What follows belongs to an exercise in optimizing a design on an open flow for small area, a short achievable clock period and few clock cycles per item; a production flow would make more cautious choices.
In this exercise RTL edits were held to simulation tests only and were not proved equivalent to the original.
Power figures rest on the tool's default switching activity, not on a simulated workload.

$ cat flow/design.v
package game_pkg;
    localparam int CELL_BITS  = 5;
    localparam int LINE_CELLS = 4;
    localparam int NUM_LINES  = 4;
    localparam int LINE_BITS  = LINE_CELLS*CELL_BITS;
    typedef logic [CELL_BITS-1:0] cell_t;
    typedef logic [LINE_CELLS*CELL_BITS-1:0] line_t;
    typedef logic [NUM_LINES*LINE_CELLS*CELL_BITS-1:0] board_t;
    typedef logic [1:0] dir_t;
    typedef logic [3:0] pos_t;
    typedef logic [5:0] prob_t;
    typedef logic [1:0] line_idx_t;
    typedef logic [15:0] move_count_t;
    typedef logic [7:0] apb_addr_t;
    typedef logic [31:0] apb_data_t;
    typedef enum logic [1:0] {
        IDLE,
        LOAD,
        MERGE,
        STORE
    } move_state_t;
    localparam apb_addr_t ADDR_ROW0   = 8'h00;
    localparam apb_addr_t ADDR_ROW1   = 8'h04;
    localparam apb_addr_t ADDR_ROW2   = 8'h08;
    localparam apb_addr_t ADDR_ROW3   = 8'h0C;
    localparam apb_addr_t ADDR_CMD    = 8'h10;
    localparam apb_addr_t ADDR_STATUS = 8'h14;
    localparam cell_t SPAWN_FOUR = 5'd2;
    localparam cell_t SPAWN_TWO  = 5'd1;
endpackage
`timescale 1ns/1ns
module board_rotate #(
    parameter bit inverse = 1'b0
) (
    input  game_pkg::board_t board_in,
    input  game_pkg::dir_t   dir,
    output game_pkg::board_t board_out
);
    always_comb begin
        int src;
        int dst;
        board_out = '0;
        for (int k = 0; k < game_pkg::NUM_LINES; k++) begin
            for (int j = 0; j < game_pkg::LINE_CELLS; j++) begin
                case (dir)
                    2'd0: src = 4*k + j;
                    2'd1: src = 4*j + k;
                    2'd2: src = 4*k + 3 - j;
                    default: src = 12 - 4*j + k;
                endcase
                dst = 4*k + j;
                if (inverse) begin
                    board_out[src*game_pkg::CELL_BITS +: game_pkg::CELL_BITS] =
                        board_in[dst*game_pkg::CELL_BITS +: game_pkg::CELL_BITS];
                end else begin
                    board_out[dst*game_pkg::CELL_BITS +: game_pkg::CELL_BITS] =
                        board_in[src*game_pkg::CELL_BITS +: game_pkg::CELL_BITS];
                end
            end
        end
    end
endmodule
`timescale 1ns/1ns
module merge_engine (
    input  logic                 clk,
    input  logic                 reset,
    input  logic                 load,
    input  logic                 step,
    input  game_pkg::line_idx_t  line_idx,
    input  game_pkg::board_t     rotated,
    output game_pkg::board_t     work_board,
    output logic                 movable
);
    game_pkg::line_t cur_line;
    game_pkg::line_t merged_line;
    function automatic game_pkg::line_t merge_line(input game_pkg::line_t line_in);
        game_pkg::cell_t slid [game_pkg::LINE_CELLS+1];
        game_pkg::line_t line_out;
        int n;
        int k;
        bit skip;
        line_out = '0;
        n = 0;
        k = 0;
        skip = 1'b0;
        for (int i = 0; i <= game_pkg::LINE_CELLS; i++) begin
            slid[i] = '0;
        end
        for (int i = 0; i < game_pkg::LINE_CELLS; i++) begin
            if (line_in[i*game_pkg::CELL_BITS +: game_pkg::CELL_BITS] != '0) begin
                slid[n] = line_in[i*game_pkg::CELL_BITS +: game_pkg::CELL_BITS];
                n++;
            end
        end
        for (int i = 0; i < game_pkg::LINE_CELLS; i++) begin
            if (skip) begin
                skip = 1'b0;
            end else if (slid[i] != '0) begin
                if (slid[i] == slid[i+1]) begin
                    line_out[k*game_pkg::CELL_BITS +: game_pkg::CELL_BITS] = slid[i] + 1'b1;
                    skip = 1'b1;
                end else begin
                    line_out[k*game_pkg::CELL_BITS +: game_pkg::CELL_BITS] = slid[i];
                end
                k++;
            end
        end
        merge_line = line_out;
    endfunction
    assign cur_line    = work_board[line_idx*game_pkg::LINE_BITS +: game_pkg::LINE_BITS];
    assign merged_line = merge_line(cur_line);
    always_ff @(posedge clk) begin
        if (reset) begin
            movable <= 1'b0;
        end else if (load) begin
            movable <= 1'b0;
        end else if (step && (merged_line != cur_line)) begin
            movable <= 1'b1;
        end
    end
    always_ff @(posedge clk) begin
        if (load) begin
            work_board <= rotated;
        end else if (step) begin
            work_board[line_idx*game_pkg::LINE_BITS +: game_pkg::LINE_BITS] <=
                merged_line;
        end
    end
endmodule
`timescale 1ns/1ns
module tile_spawn (
    input  game_pkg::board_t board_in,
    input  game_pkg::pos_t   pos,
    input  game_pkg::prob_t  prob,
    input  logic             movable,
    output game_pkg::board_t new_board,
    output logic             spawned
);
    game_pkg::cell_t target;
    assign target = board_in[pos*game_pkg::CELL_BITS +: game_pkg::CELL_BITS];
    always_comb begin
        new_board = board_in;
        spawned   = 1'b0;
        if (movable && (target == '0)) begin
            if (prob == '0) begin
                new_board[pos*game_pkg::CELL_BITS +: game_pkg::CELL_BITS] =
                    game_pkg::SPAWN_FOUR;
            end else begin
                new_board[pos*game_pkg::CELL_BITS +: game_pkg::CELL_BITS] =
                    game_pkg::SPAWN_TWO;
            end
            spawned = 1'b1;
        end
    end
endmodule
`timescale 1ns/1ns
module move_counter (
    input  logic                   clk,
    input  logic                   reset,
    input  logic                   load,
    input  logic                   step,
    input  logic                   store,
    input  logic                   movable,
    output game_pkg::line_idx_t    line_idx,
    output logic                   last_line,
    output game_pkg::move_count_t  move_count
);
    always_ff @(posedge clk) begin
        if (reset) begin
            line_idx   <= '0;
            move_count <= '0;
        end else begin
            if (load) begin
                line_idx <= '0;
            end else if (step) begin
                line_idx <= line_idx + 1'b1;
            end
            if (store && movable) begin
                move_count <= move_count + 1'b1;
            end
        end
    end
    assign last_line = (line_idx == game_pkg::line_idx_t'(game_pkg::NUM_LINES - 1));
endmodule
`timescale 1ns/1ns
module move_fsm (
    input  logic clk,
    input  logic reset,
    input  logic start,
    input  logic last_line,
    output logic busy,
    output logic load,
    output logic step,
    output logic store
);
    game_pkg::move_state_t state;
    game_pkg::move_state_t state_next;
    always_ff @(posedge clk) begin
        if (reset) begin
            state <= game_pkg::IDLE;
        end else begin
            state <= state_next;
        end
    end
    always_comb begin
        state_next = state;
        case (state)
            game_pkg::IDLE: begin
                if (start) begin
                    state_next = game_pkg::LOAD;
                end
            end
            game_pkg::LOAD: begin
                state_next = game_pkg::MERGE;
            end
            game_pkg::MERGE: begin
                if (last_line) begin
                    state_next = game_pkg::STORE;
                end
            end
            default: begin
                state_next = game_pkg::IDLE;
            end
        endcase
    end
    assign busy  = (state != game_pkg::IDLE);
    assign load  = (state == game_pkg::LOAD);
    assign step  = (state == game_pkg::MERGE);
    assign store = (state == game_pkg::STORE);
endmodule
`timescale 1ns/1ns
module apb_board_regs (
    input  logic                   clk,
    input  logic                   reset,
    input  logic                   psel,
    input  logic                   penable,
    input  logic                   pwrite,
    input  game_pkg::apb_addr_t    paddr,
    input  game_pkg::apb_data_t    pwdata,
    input  logic                   busy,
    input  logic                   store,
    input  logic                   movable,
    input  logic                   spawned,
    input  game_pkg::move_count_t  move_count,
    input  game_pkg::board_t       new_board,
    output game_pkg::apb_data_t    prdata,
    output logic                   pready,
    output logic                   pslverr,
    output logic                   start,
    output game_pkg::board_t       board,
    output game_pkg::dir_t         dir,
    output game_pkg::pos_t         pos,
    output game_pkg::prob_t        prob
);
    logic                 access;
    logic                 wr;
    logic                 mapped;
    logic                 row_hit;
    logic                 cmd_hit;
    logic                 movable_q;
    logic                 spawned_q;
    game_pkg::line_idx_t  row_sel;
    assign pready = 1'b1;
    assign access  = psel && penable;
    assign wr      = access && pwrite;
    assign row_sel = paddr[3:2];
    assign cmd_hit = (paddr == game_pkg::ADDR_CMD);
    always_comb begin
        prdata  = '0;
        mapped  = 1'b1;
        row_hit = 1'b0;
        case (paddr)
            game_pkg::ADDR_ROW0, game_pkg::ADDR_ROW1,
            game_pkg::ADDR_ROW2, game_pkg::ADDR_ROW3: begin
                row_hit = 1'b1;
                prdata  = game_pkg::apb_data_t'(
                    board[row_sel*game_pkg::LINE_BITS +: game_pkg::LINE_BITS]);
            end
            game_pkg::ADDR_CMD: begin
                prdata = game_pkg::apb_data_t'({prob, pos, dir});
            end
            game_pkg::ADDR_STATUS: begin
                prdata = {move_count, 13'b0, spawned_q, movable_q, busy};
            end
            default: begin
                mapped = 1'b0;
            end
        endcase
    end
    assign pslverr = access && (!mapped || (pwrite && cmd_hit && busy));
    assign start   = wr && cmd_hit && !busy;
    always_ff @(posedge clk) begin
        if (reset) begin
            board     <= '0;
            dir       <= '0;
            pos       <= '0;
            prob      <= '0;
            movable_q <= 1'b0;
            spawned_q <= 1'b0;
        end else begin
            if (store) begin
                board     <= new_board;
                movable_q <= movable;
                spawned_q <= spawned;
            end else if (wr && row_hit && !busy) begin
                board[row_sel*game_pkg::LINE_BITS +: game_pkg::LINE_BITS] <=
                    pwdata[game_pkg::LINE_BITS-1:0];
            end
            if (start) begin
                dir  <= pwdata[1:0];
                pos  <= pwdata[5:2];
                prob <= pwdata[11:6];
            end
        end
    end
endmodule
`timescale 1ns/1ns
module game2048_top (
    input  logic                  clk,
    input  logic                  reset,
    input  logic                  psel,
    input  logic                  penable,
    input  logic                  pwrite,
    input  game_pkg::apb_addr_t   paddr,
    input  game_pkg::apb_data_t   pwdata,
    output game_pkg::apb_data_t   prdata,
    output logic                  pready,
    output logic                  pslverr
);
    logic                    start;
    logic                    busy;
    logic                    load;
    logic                    step;
    logic                    store;
    logic                    last_line;
    logic                    movable;
    logic                    spawned;
    game_pkg::board_t        board;
    game_pkg::board_t        rotated;
    game_pkg::board_t        work_board;
    game_pkg::board_t        restored;
    game_pkg::board_t        new_board;
    game_pkg::dir_t          dir;
    game_pkg::pos_t          pos;
    game_pkg::prob_t         prob;
    game_pkg::line_idx_t     line_idx;
    game_pkg::move_count_t   move_count;
    apb_board_regs u_regs (
        .clk        (clk),
        .reset      (reset),
        .psel       (psel),
        .penable    (penable),
        .pwrite     (pwrite),
        .paddr      (paddr),
        .pwdata     (pwdata),
        .busy       (busy),
        .store      (store),
        .movable    (movable),
        .spawned    (spawned),
        .move_count (move_count),
        .new_board  (new_board),
        .prdata     (prdata),
        .pready     (pready),
        .pslverr    (pslverr),
        .start      (start),
        .board      (board),
        .dir        (dir),
        .pos        (pos),
        .prob       (prob)
    );
    move_fsm u_fsm (
        .clk       (clk),
        .reset     (reset),
        .start     (start),
        .last_line (last_line),
        .busy      (busy),
        .load      (load),
        .step      (step),
        .store     (store)
    );
    move_counter u_counter (
        .clk        (clk),
        .reset      (reset),
        .load       (load),
        .step       (step),
        .store      (store),
        .movable    (movable),
        .line_idx   (line_idx),
        .last_line  (last_line),
        .move_count (move_count)
    );
    board_rotate #(.inverse(1'b0)) u_rotate_fwd (
        .board_in  (board),
        .dir       (dir),
        .board_out (rotated)
    );
    merge_engine u_merge (
        .clk        (clk),
        .reset      (reset),
        .load       (load),
        .step       (step),
        .line_idx   (line_idx),
        .rotated    (rotated),
        .work_board (work_board),
        .movable    (movable)
    );
    board_rotate #(.inverse(1'b1)) u_rotate_inv (
        .board_in  (work_board),
        .dir       (dir),
        .board_out (restored)
    );
    tile_spawn u_spawn (
        .board_in  (restored),
        .pos       (pos),
        .prob      (prob),
        .movable   (movable),
        .new_board (new_board),
        .spawned   (spawned)
    );
endmodule
$ cat flow/run.sh
#!/bin/bash
# synth_recipe.tcl (not shown) runs the flow's synth.tcl, then flattens the netlist and writes it again
# the make line also repeats each setting of config.mk as NAME=value (left out here)
make -C /OpenROAD-flow-scripts/flow DESIGN_CONFIG=/design/flow/config.mk WORK_HOME=/design/flow/orfs CLKGATE_MAP_FILE= SYNTH_SCRIPT=/design/flow/synth_recipe.tcl finish
$ cat flow/config.mk
export PLATFORM = sky130hd
export DESIGN_NAME = game2048_top
export DESIGN_NICKNAME = game2048_top
export VERILOG_FILES = /design/flow/design.v
export SDC_FILE = /design/flow/constraint.sdc
export NUM_CORES = 4
export LEC_CHECK = 0
export CAP_MARGIN = 20
export CORE_MARGIN = 2
export CORE_UTILIZATION = 40
export SLEW_MARGIN = 20
$ cat flow/constraint.sdc
create_clock -name core_clock -period 9.0 [get_ports {clk}]
set_input_delay 1.8000 -clock core_clock [delete_from_list [all_inputs] [get_ports {clk}]]
set_output_delay 1.8000 -clock core_clock [all_outputs]
set_load 0.01 [all_outputs]
==> summary.txt <==
[stage by stage]
stage	setup slack [ps]	total power [mW]	std cells	util (%)	area, µm²
after global routing	11.1	7.83	5437	44.1	36100
after detailed placement	26.6	6.44	5395	43.2	35400
after global placement	154	6.47	5395	43.2	35400
final	273	7.63	5444	44.2	36100
after CTS	43.9	7.28	5427	44.0	36000
after floorplan	9.04	4.28	4468	-	33100
[registers in the layout, indices dropped and copies added, names as in the netlist]
register,count
u_merge.work_board,80
u_regs.board,80
u_counter.move_count,16
u_regs.prob,6
u_regs.pos,4
u_counter.line_idx,2
u_fsm.state,2
u_regs.dir,2
u_merge.movable,1
u_regs.movable_q,1
u_regs.spawned_q,1
[routing by layer]
layer | track usage, % | up-vias
met5 | 0 | -
met4 | 28.5 | 10
met3 | 11.8 | 841
met2 | 62.2 | 3562
met1 | 56.8 | 19400
li1 | - | 17200
[area by class of cell]
type                    count  area share, %
multi-input cells        3709           73.0
clock inverters            15          0.436
clock buffers              17           1.18
well taps                1070           3.70
flip-flops and latches    195           13.0
diodes                      7         0.0485
inverters                  87          0.904
repair buffers            344           7.72
[power breakdown]
group | switching [mW] | total [mW] | leakage (nW) | internal [mW]
sequential | 0.0921 | 1.22 | 1.65 | 1.13
combinational | 3.67 | 5.60 | 10.4 | 1.93
clock | 0.447 | 0.817 | 0.285 | 0.370
[cells in the final DEF, fill, tap and decap left out, drive strengths merged, types with 23 or more instances in the layout]
cell,count
nand2,505
nor2,448
o21ai,358
a21oi,317
buf,281
a22oi,204
mux4,180
nor3,118
dfxtp,115
nand3,107
mux2i,107
a22o,84
and3,83
inv,83
a221oi,82
edfxtp,80
o22ai,69
a211oi,68
and2,68
clkdlybuf4s50,63
a222oi,62
ha,58
a31oi,57
mux2,51
a32oi,50
nand2b,49
nor2b,45
o221ai,37
xnor2,36
nand4,35
nor4,32
xor2,27
o211ai,27
a221o,24
a21o,23
or3,23
[cell families (layout without fill, tap and decap cells)]
logic type	Yosys count	count (layout)	share of synthesized area, %
other cells	1	8	0.0114
buf+inv	564	463	6.63
xor+xnor	63	63	1.67
simple gates	1578	1578	22.6
compound gates	1671	1671	35.2
fa+ha+maj	58	58	2.20
flops	195	195	14.3
mux	338	338	17.4
[path summary, 6_finish.rpt]
| path | start | endpoint | slack [ps] | cells after the start |
|---|---|---|---|---|
| max | u_counter.line_idx[1]$_SDFFE_PP0P_ | u_merge.work_board[36]$_DFFE_PP_ | 270 | 33 |
| min reg2reg | u_regs.movable_q$_SDFFE_PP0P_ | u_regs.movable_q$_SDFFE_PP0P_ | 510 | 2 |
| max reg2reg | u_counter.line_idx[1]$_SDFFE_PP0P_ | u_merge.work_board[36]$_DFFE_PP_ | 270 | 33 |
| min | u_regs.movable_q$_SDFFE_PP0P_ | u_regs.movable_q$_SDFFE_PP0P_ | 510 | 2 |
[cell usage after synthesis (all sizes together), types with 35 or more instances]
cell type and number:
nor2b 45, nor2 448, ha 58, a32oi 50
a22o 84, edfxtp 80, a31oi 57, mux2i 107
buf 76, nand4 35, a221oi 82, inv 77
nor3 118, clkbuf 401, dfxtp 115, o221ai 37
a22oi 204, nand2 505, mux2 51, xnor2 36
a222oi 62, a211oi 68, mux4 180, a21oi 317
and3 83, and2 68, nand2b 49, o22ai 69
nand3 107, o21ai 358
[critical path: cells and delay by family (launching register included)]
family                   cells  cell delay (ps)
AO/OA/AOI/OAI                8             2230
buffers and inverters        9             1440
flip-flops                   1              350
multiplexers                 3             1330
adder cells (fa/ha/maj)      4              930
AND/OR/NAND/NOR              9             2300
[what timing repair did]
item	4_1_cts	5_1_grt
buffers inserted	0	9
setup endpoints to repair	1	77
pin swaps	0	11
resized for setup	2	13
hold buffers	0	0
==> results.py <==
metrics = {
    "clocking": {
        "cts_buffers": 17,
        "cts_tree": "built",
        "clock-sinks": 195,
        "clk_pin_slew_ps": 90,
        "clk_path_buf_depth": 2,
        "cts_root_buffer": "clkbuf_16",
        "insertion_delay_ps": 520,
        "cts_max_level": 4,
    },
    "placement": {
        "place.gp.congestion": 1.06,
        "hpwl_um": 142000,
        "io_buffers": 65,
    },
    "routing": {
        "wl_met2_um": 78100,
        "vias": 41000,
        "drt-met1-wl_um": 72100,
        "route.met3.wl_um": 26000,
        "viasPerCell": 7.52,
        "dr.max_layer_used": "met5",
        "drc": 0,
        "wl_um": 192000,
        "antenna_left": 0,
        "wire_per_inst_um": 35.2,
        "initialDrtViolationCount": 7808,
        "firstDrtPassIters": 12,
    },
    "synthesis": {
        "synth_ff_type": "dfxtp_1",
        "yosys_warnings": 8,
        "ys_types": 110,
        "yosysTopAreaCellShare_pct": 12.3,
        "synth.cell_area_um2": 33000,
        "ys_ff_latch": 195,
        "syn_nets": 4571,
        "syn_avg_cell_area_um2": 7.38,
        "yosys.area.top_type": "mux4_2",
        "synth-edff-count": 80,
        "ys_seq_area_share_pct": 14.3,
        "ys_async_sr_fraction_pct": 0,
        "syn_inst": 4468,
        "synthTopCellsByArea": "mux4_2 (12%), edfxtp_1 (7.3%), dfxtp_1 (7.0%), nand2_1 (5.7%), o21ai_0 (5.4%)",
    },
    "sta": {
        "slew_violations": 0,
        "holdWs_ps": 508,
        "setup_violations": 0,
        "max_freq_mhz": 115,
        "rsz0062_at_grt": "no",
        "finClkSkew_ps": 22.3,
        "fin_crit_sh_pct": 97.0,
        "tns_ps": 0,
        "slew_headroom_pct": 16.0,
        "fin_crit_ps": 8730,
        "worst_pin_slew_ps": 1250,
        "hold_violations": 0,
    },
    "critical_path": {
        "worst_setup_path_start_kind": "flip-flop",
        "arrival_ps": 9110,
        "crit_path_max_incr_delay_ps": 560,
        "cp.required_ps": 9390,
        "crit_fanout": 13,
        "critPathCaptureType": "flip-flop",
        "crit_top_cell": "buf_4",
        "criticalPathCategory": "reg -> reg",
        "cp_slowest_cell": "mux4_2",
    },
    "global_routing": {
        "grt_pass1_vias": 37100,
        "grt-ovfl-total": 0,
        "grt_pass1_wl_um": 272000,
        "grt_start_max_net_pins": 165,
        "antenna_found_initial": 9,
        "grt_use_total_pct": 43.3,
    },
    "power_and_ir_drop": {
        "power.density_nw_per_um2": 211,
        "p_leak_nw": 12.3,
        "peakVddDrop_uv": 220,
    },
    "worst_hold_path": {
        "hold_path.class": "reg -> reg",
    },
    "floorplan": {
        "dieArea_um2": 84700,
        "rows": 105,
        "die_h_um": 291,
        "core_area_um2": 81800,
        "io_pins": 79,
        "start_util_pct": 40.3,
        "die_x_um": 291,
    },
    "cells_and_area": {
        "nets": 4457,
        "multiInputGateArea_um2": 26400,
        "drive_gt1_share_pct": 14.8,
        "area_growth_pct": 9.66,
        "fillers": 8378,
        "register_area_um2": 4710,
    },
    "flow_run": {
        "drv_cap": 0,
    },
    "status": {
        "status": "complete, no violations",
    },
}
Testbench counts, summed over its fixed seeds: cycles 76,032, moves 6,144.

## afterwards: timing with drivers on the ports
The results above use ideal ports. As a check the final layout listed here was re-extracted and re-timed, cells and wires unchanged.
Step 1: set_driving_cell puts a clkbuf_16 on clk and a buf_2 on each other input, an assumption about the parent block.
Step 2, shift: input delay + t, output delay - t, t = (earliest + latest rising clock arrival at the registers) / 2. This alone moves slack from input paths to output paths.
Three values: ideal ports, drivers, drivers and shift; two values: the first two.
t, ns: 0.569
slack for setup (ns): 0.273 / 0.273 / 0.273
worst hold slack (ns): 0.508 / 0.508 / 0.508
worst data-port slew with drivers (ns): 0.04
After both steps this run still meets setup and hold. The setup slack of this run moves by 0.000 ns with the drivers and by 0.000 ns with both steps.
